This is an optimization exercise on Yosys and OpenROAD, whose aim is small area, a short achievable clock period and few clock cycles, not a production implementation.
Where RTL was checked, it was by simulation tests only, not by an equivalence proof against the original.

==> v37 <==
==> flow/design.v <==
package msts_pkg;
   localparam int SLOTS       = 16;
   localparam int SLOT_W      = 4;
   localparam int ID_WIDTH    = 8;
   localparam int COUNT_WIDTH = 16;
   localparam logic [1:0] CMD_TICK  = 2'd0;
   localparam logic [1:0] CMD_START = 2'd1;
   localparam logic [1:0] CMD_STOP  = 2'd2;
   localparam logic [1:0] CMD_READ  = 2'd3;
endpackage
module millisecond_timer_slot_table_unit (
   input  logic        clock,
   input  logic        reset,
   input  logic        req_tvalid,
   output logic        req_tready,
   input  logic [7:0]  req_tdata,   
   input  logic [1:0]  req_tuser,   
   output logic        rsp_tvalid,
   input  logic        rsp_tready,
   output logic [39:0] rsp_tdata
);
   localparam int SLOTS = msts_pkg::SLOTS;
   localparam int CW    = msts_pkg::COUNT_WIDTH;
   logic [SLOTS-1:0] used_ff;
   logic [7:0]       owner_ff [SLOTS];
   logic [CW-1:0]    stamp_ff [SLOTS];
   logic [CW-1:0]    tick_cnt_ff;
   logic       s0_v_ff;
   logic [1:0] s0_cmd_ff;
   logic [7:0] s0_id_ff;
   logic          e_v_ff;
   logic          e_success_ff;
   logic [3:0]    e_slot_ff;
   logic          e_show_ff;
   logic          e_running_ff;
   logic [CW-1:0] e_stamp_ff;
   logic          out_v_ff;
   logic          out_success_ff;
   logic [3:0]    out_slot_ff;
   logic [CW-1:0] out_elapsed_ff;
   logic          out_running_ff;
   logic adv, accept, ex;
   assign adv        = !out_v_ff || rsp_tready;
   assign req_tready = !s0_v_ff || adv;
   assign accept     = req_tvalid && req_tready;
   assign ex         = s0_v_ff && adv;
   logic [SLOTS-1:0] eq, free1;
   logic             hit, anyfree, stop_rest;
   logic             is_tick, is_start, is_stop, is_read;
   logic [3:0]       hit_idx, free_idx;
   logic [CW-1:0]    hit_stamp;
   logic [SLOTS-1:0] claim, release_;
   assign is_tick  = (s0_cmd_ff == msts_pkg::CMD_TICK);
   assign is_start = (s0_cmd_ff == msts_pkg::CMD_START);
   assign is_stop  = (s0_cmd_ff == msts_pkg::CMD_STOP);
   assign is_read  = (s0_cmd_ff == msts_pkg::CMD_READ);
   always_comb begin
      logic seen_free;
      seen_free = 1'b0;
      hit_idx   = '0;
      free_idx  = '0;
      hit_stamp = '0;
      stop_rest = 1'b0;
      for (int i = 0; i < SLOTS; i++) begin
         eq[i]     = used_ff[i] && (owner_ff[i] == s0_id_ff);
         free1[i]  = !used_ff[i] && !seen_free;
         seen_free = seen_free || !used_ff[i];
         if (eq[i]) begin
            hit_idx   = hit_idx | 4'(i);
            hit_stamp = hit_stamp | stamp_ff[i];
         end
         if (free1[i]) begin
            free_idx = free_idx | 4'(i);
         end
         stop_rest = stop_rest || (used_ff[i] && !eq[i]);
      end
      hit     = |eq;
      anyfree = seen_free;
      claim   = (ex && is_start && !hit) ? free1 : '0;
      release_ = (ex && is_stop) ? eq : '0;
   end
   always_ff @(posedge clock) begin
      if (reset) begin
         used_ff     <= '0;
         tick_cnt_ff <= '0;
      end else begin
         used_ff <= (used_ff | claim) & ~release_;
         if (ex && is_tick) begin
            tick_cnt_ff <= tick_cnt_ff + 1'b1;
         end
      end
   end
   always_ff @(posedge clock) begin
      for (int i = 0; i < SLOTS; i++) begin
         if (claim[i]) begin
            owner_ff[i] <= s0_id_ff;
            stamp_ff[i] <= tick_cnt_ff;
         end
      end
   end
   always_ff @(posedge clock) begin
      if (reset) begin
         s0_v_ff  <= 1'b0;
         e_v_ff   <= 1'b0;
         out_v_ff <= 1'b0;
      end else begin
         if (req_tready) begin
            s0_v_ff <= req_tvalid;
         end
         if (adv) begin
            e_v_ff   <= s0_v_ff;
            out_v_ff <= e_v_ff;
         end
      end
   end
   always_ff @(posedge clock) begin
      if (req_tready) begin
         s0_cmd_ff <= req_tuser;
         s0_id_ff  <= req_tdata;
      end
   end
   always_ff @(posedge clock) begin
      if (adv) begin
         e_show_ff  <= hit && (is_start || is_read);
         e_stamp_ff <= hit_stamp;
         e_success_ff <= is_tick || hit || (is_start && anyfree);
         e_running_ff <= is_start || (is_stop ? stop_rest : (|used_ff));
         if (hit && (is_start || is_read)) begin
            e_slot_ff <= hit_idx;
         end else if (is_start && anyfree) begin
            e_slot_ff <= free_idx;
         end else begin
            e_slot_ff <= '0;
         end
      end
   end
   always_ff @(posedge clock) begin
      if (adv) begin
         out_success_ff <= e_success_ff;
         out_slot_ff    <= e_slot_ff;
         out_running_ff <= e_running_ff;
         out_elapsed_ff <= e_show_ff ? (tick_cnt_ff - e_stamp_ff) : '0;
      end
   end
   assign rsp_tvalid = out_v_ff;
   assign rsp_tdata  = {2'b00, out_running_ff, 16'd0, out_elapsed_ff, out_slot_ff, out_success_ff};
endmodule
==> flow/run.sh <==
#!/bin/bash
# synth_recipe.tcl (not shown) runs the flow's synth.tcl, then flattens the netlist and writes it again
# the make line also repeats each setting of config.mk as NAME=value (left out here)
make -C /OpenROAD-flow-scripts/flow DESIGN_CONFIG=/design/flow/config.mk WORK_HOME=/design/flow/orfs CLKGATE_MAP_FILE= SYNTH_SCRIPT=/design/flow/synth_recipe.tcl finish
==> flow/config.mk <==
export PLATFORM = sky130hd
export DESIGN_NAME = millisecond_timer_slot_table_unit
export DESIGN_NICKNAME = millisecond_timer_slot_table_unit
export VERILOG_FILES = /design/flow/design.v
export SDC_FILE = /design/flow/constraint.sdc
export NUM_CORES = 4
export LEC_CHECK = 0
export ABC_CLOCK_PERIOD_IN_PS = 2700
export CAP_MARGIN = 20
export CORE_MARGIN = 2
export CORE_UTILIZATION = 40
export SETUP_SLACK_MARGIN = 1.8
export SLEW_MARGIN = 20
==> flow/constraint.sdc <==
create_clock -name core_clock -period 4.5 [get_ports {clock}]
set_input_delay 0.9000 -clock core_clock [delete_from_list [all_inputs] [get_ports {clock}]]
set_output_delay 0.9000 -clock core_clock [all_outputs]
set_load 0.01 [all_outputs]
==> v14: changes against v37 <==
==> flow/design.v, changed modules only <==
module millisecond_timer_slot_table_unit (
   input  logic        clock,
   input  logic        reset,
   input  logic        req_tvalid,
   output logic        req_tready,
   input  logic [7:0]  req_tdata,   
   input  logic [1:0]  req_tuser,   
   output logic        rsp_tvalid,
   input  logic        rsp_tready,
   output logic [39:0] rsp_tdata
);
   localparam int SLOTS = msts_pkg::SLOTS;
   localparam int CW    = msts_pkg::COUNT_WIDTH;
   logic [SLOTS-1:0] used_ff;
   logic [7:0]       owner_ff [SLOTS];
   logic [CW-1:0]    stamp_ff [SLOTS];
   logic [CW-1:0]    tick_cnt_ff;
   logic             s0_v_ff;
   logic             s0_tick_ff, s0_start_ff, s0_stop_ff, s0_read_ff;
   logic [7:0]       s0_id_ff;
   logic [SLOTS-1:0] s0_eq_ff;
   logic             s0_hit_ff;
   logic          e_v_ff;
   logic          e_success_ff;
   logic [3:0]    e_slot_ff;
   logic          e_running_ff;
   logic [CW-1:0] e_stamp_ff;
   logic          out_v_ff;
   logic          out_success_ff;
   logic [3:0]    out_slot_ff;
   logic [CW-1:0] out_elapsed_ff;
   logic          out_running_ff;
   logic adv, ex;
   assign adv        = !out_v_ff || rsp_tready;
   assign req_tready = rsp_tready;
   assign ex         = s0_v_ff && adv;
   logic [SLOTS-1:0] free1, claim, release_;
   logic [SLOTS-1:0] claim_s, release_s;
   logic             hit, anyfree, stop_rest;
   logic             is_tick, is_start, is_stop, is_read;
   logic [3:0]       hit_idx, free_idx;
   logic [CW-1:0]    hit_stamp;
   assign is_tick  = s0_tick_ff;
   assign is_start = s0_start_ff;
   assign is_stop  = s0_stop_ff;
   assign is_read  = s0_read_ff;
   always_comb begin
      logic seen_free;
      seen_free = 1'b0;
      hit_idx   = '0;
      free_idx  = '0;
      hit_stamp = '0;
      stop_rest = 1'b0;
      for (int i = 0; i < SLOTS; i++) begin
         free1[i]  = !used_ff[i] && !seen_free;
         seen_free = seen_free || !used_ff[i];
         if (s0_eq_ff[i]) begin
            hit_idx   = hit_idx | 4'(i);
            hit_stamp = hit_stamp | stamp_ff[i];
         end
         if (free1[i]) begin
            free_idx = free_idx | 4'(i);
         end
         stop_rest = stop_rest || (used_ff[i] && !s0_eq_ff[i]);
      end
      hit      = s0_hit_ff;
      anyfree  = seen_free;
      claim_s   = (s0_v_ff && is_start && !hit) ? free1 : '0;
      release_s = (s0_v_ff && is_stop) ? s0_eq_ff : '0;
      claim     = adv ? claim_s : '0;
      release_  = adv ? release_s : '0;
   end
   logic [SLOTS-1:0] in_eq, cmp;
   logic             in_hit, fwd;
   assign fwd = s0_v_ff && (req_tdata == s0_id_ff);
   always_comb begin
      for (int i = 0; i < SLOTS; i++) begin
         cmp[i] = used_ff[i] && (owner_ff[i] == req_tdata);
      end
      if (fwd) begin
         in_eq  = is_stop ? '0 : (s0_eq_ff | claim_s);
         in_hit = !is_stop && (hit || (is_start && anyfree));
      end else begin
         in_eq  = cmp;
         in_hit = |cmp;
      end
   end
   logic [CW-1:0] tick_cnt_in;
   assign tick_cnt_in = is_tick ? tick_cnt_ff + 1'b1 : tick_cnt_ff;
   always_ff @(posedge clock) begin
      if (reset) begin
         used_ff     <= '0;
         tick_cnt_ff <= '0;
      end else begin
         used_ff <= (used_ff | claim) & ~release_;
         if (ex) begin
            tick_cnt_ff <= tick_cnt_in;
         end
      end
   end
   always_ff @(posedge clock) begin
      for (int i = 0; i < SLOTS; i++) begin
         if (!used_ff[i]) begin
            owner_ff[i] <= s0_id_ff;
            stamp_ff[i] <= tick_cnt_ff;
         end
      end
   end
   always_ff @(posedge clock) begin
      if (reset) begin
         s0_v_ff  <= 1'b0;
         e_v_ff   <= 1'b0;
         out_v_ff <= 1'b0;
      end else begin
         if (req_tready) begin
            s0_v_ff <= req_tvalid;
         end else if (adv) begin
            s0_v_ff <= 1'b0;
         end
         if (adv) begin
            e_v_ff   <= s0_v_ff;
            out_v_ff <= e_v_ff;
         end
      end
   end
   always_ff @(posedge clock) begin
      if (req_tready) begin
         s0_tick_ff  <= (req_tuser == msts_pkg::CMD_TICK);
         s0_start_ff <= (req_tuser == msts_pkg::CMD_START);
         s0_stop_ff  <= (req_tuser == msts_pkg::CMD_STOP);
         s0_read_ff  <= (req_tuser == msts_pkg::CMD_READ);
         s0_id_ff  <= req_tdata;
         s0_eq_ff  <= in_eq;
         s0_hit_ff <= in_hit;
      end
   end
   always_ff @(posedge clock) begin
      if (adv) begin
         e_stamp_ff   <= (hit && (is_start || is_read)) ? hit_stamp : tick_cnt_in;
         e_success_ff <= is_tick || hit || (is_start && anyfree);
         e_running_ff <= is_start || (is_stop ? stop_rest : (|used_ff));
         if (hit && (is_start || is_read)) begin
            e_slot_ff <= hit_idx;
         end else if (is_start && anyfree) begin
            e_slot_ff <= free_idx;
         end else begin
            e_slot_ff <= '0;
         end
      end
   end
   logic [CW-1:0] diff;
   always_comb begin
      logic [CW-1:0] g, p, gg, pp, gn, pn;
      g = tick_cnt_ff & ~e_stamp_ff;
      p = tick_cnt_ff ^ ~e_stamp_ff;
      gg    = g;
      gg[0] = g[0] | p[0];
      pp    = p;
      for (int d = 1; d < CW; d = d * 2) begin
         gn = gg;
         pn = pp;
         for (int i = d; i < CW; i++) begin
            gn[i] = gg[i] | (pp[i] & gg[i-d]);
            pn[i] = pp[i] & pp[i-d];
         end
         gg = gn;
         pp = pn;
      end
      diff = p ^ {gg[CW-2:0], 1'b1};
   end
   always_ff @(posedge clock) begin
      if (adv) begin
         out_success_ff <= e_success_ff;
         out_slot_ff    <= e_slot_ff;
         out_running_ff <= e_running_ff;
         out_elapsed_ff <= diff;
      end
   end
   assign rsp_tvalid = out_v_ff;
   assign rsp_tdata  = {2'b00, out_running_ff, 16'd0, out_elapsed_ff, out_slot_ff, out_success_ff};
endmodule
==> flow/flow/run.sh (new file) <==
#!/bin/bash
set -o pipefail
export CTS_ARGS="-sink_clustering_enable -repair_clock_nets -dont_use_dummy_load -sink_clustering_size 24 -sink_clustering_max_diameter 60 -buf_list {sky130_fd_sc_hd__clkbuf_8 sky130_fd_sc_hd__clkbuf_16}"
bash standard.sh > standard.log 2>&1
==> flow/standard.sh (new file) <==
#!/bin/bash
# synth_recipe.tcl (not shown) runs the flow's synth.tcl, then flattens the netlist and writes it again
# the make line also repeats each setting of config.mk as NAME=value (left out here)
make -C /OpenROAD-flow-scripts/flow DESIGN_CONFIG=/design/flow/config.mk WORK_HOME=/design/flow/orfs CLKGATE_MAP_FILE= SYNTH_SCRIPT=/design/flow/synth_recipe.tcl "${@:-finish}"
Settings changed: ABC_CLOCK_PERIOD_IN_PS 2700 to 2200, CORE_UTILIZATION 40 to 55, SETUP_SLACK_MARGIN 1.8 to 2.3.
removed: flow/run.sh
==> impl_metrics.toml <==
[routing]
drtIter0Drc = 1344
wl_met1_um = 22710

[sta]
max_freq_mhz = 303.8
finClkSkew_ps = 28.05

[cells_and_area]
clk_share = 0.06408
multi_input_area_mm2 = 0.005421
signal_buffer_area_fraction = 0.1021
nClkBuffers = 66
inv_count = 32

[critical_path]
cp-endpoint = "owner_ff[11][4]"
cp.arrival_ps = 3590

[clock_tree]
cts.clk_slew.worst_paths_ps = 60

[pwr]
ir_worst_vdd_v = 0.0002976

[status]
outcome = "complete, no violations"

[place]
place_congestion = 0.8786
# the run above: v37

==> impl_metrics.toml <==
[routing]
wl_met1_um = 23580
drtIter0Drc = 1752

[cells_and_area]
nClkBuffers = 37
multi_input_area_mm2 = 0.005723
clk_share = 0.03940
inv_count = 41

[critical_path]
cp-endpoint = "e_stamp_ff[12]"
cp.arrival_ps = 2570

[sta]
finClkSkew_ps = 40.04
max_freq_mhz = 437.7

[status]
outcome = "complete, no violations"
# the run above: v14

Testbench counts of v37, summed over its fixed seeds: cycles 4,824.
For v14, only the layout was checked, not whether the RTL still works.

-- port drivers added, routing unchanged --
Ports are ideal in the flow. The routed layouts listed here were re-timed in OpenROAD.
Step 1 (the two cells are an assumption about what drives the block):
set clk [get_ports {clock}]
set_driving_cell -lib_cell sky130_fd_sc_hd__clkbuf_16 $clk
set_driving_cell -lib_cell sky130_fd_sc_hd__buf_2 [delete_from_list [all_inputs] $clk]
Step 2 adds t to the input delays and takes it off the output delays; t is the mean of the earliest and latest rising clock arrival at the registers after step 1. Input paths then give back, and output paths get back, about the clock's delay inside the block.
a / b / c = ideal / step 1 / step 2; a / b = the first two.
| run | t (ns) | slack for setup (ns) | slew at the worst register clock pin (ns) | pins driven straight from the clock port |
|---|---|---|---|---|
| v37 | 0.637 | 1.208 / 1.208 / 1.208 | 0.06 / 0.06 | 1 |
| v14 | 0.577 | 2.216 / 2.216 / 1.786 | 0.09 / 0.09 | 1 |
After both steps every run listed still meets setup and hold. The setup slack of v14, which loses most, moves by 0.000 ns with the drivers and by -0.430 ns with both steps.
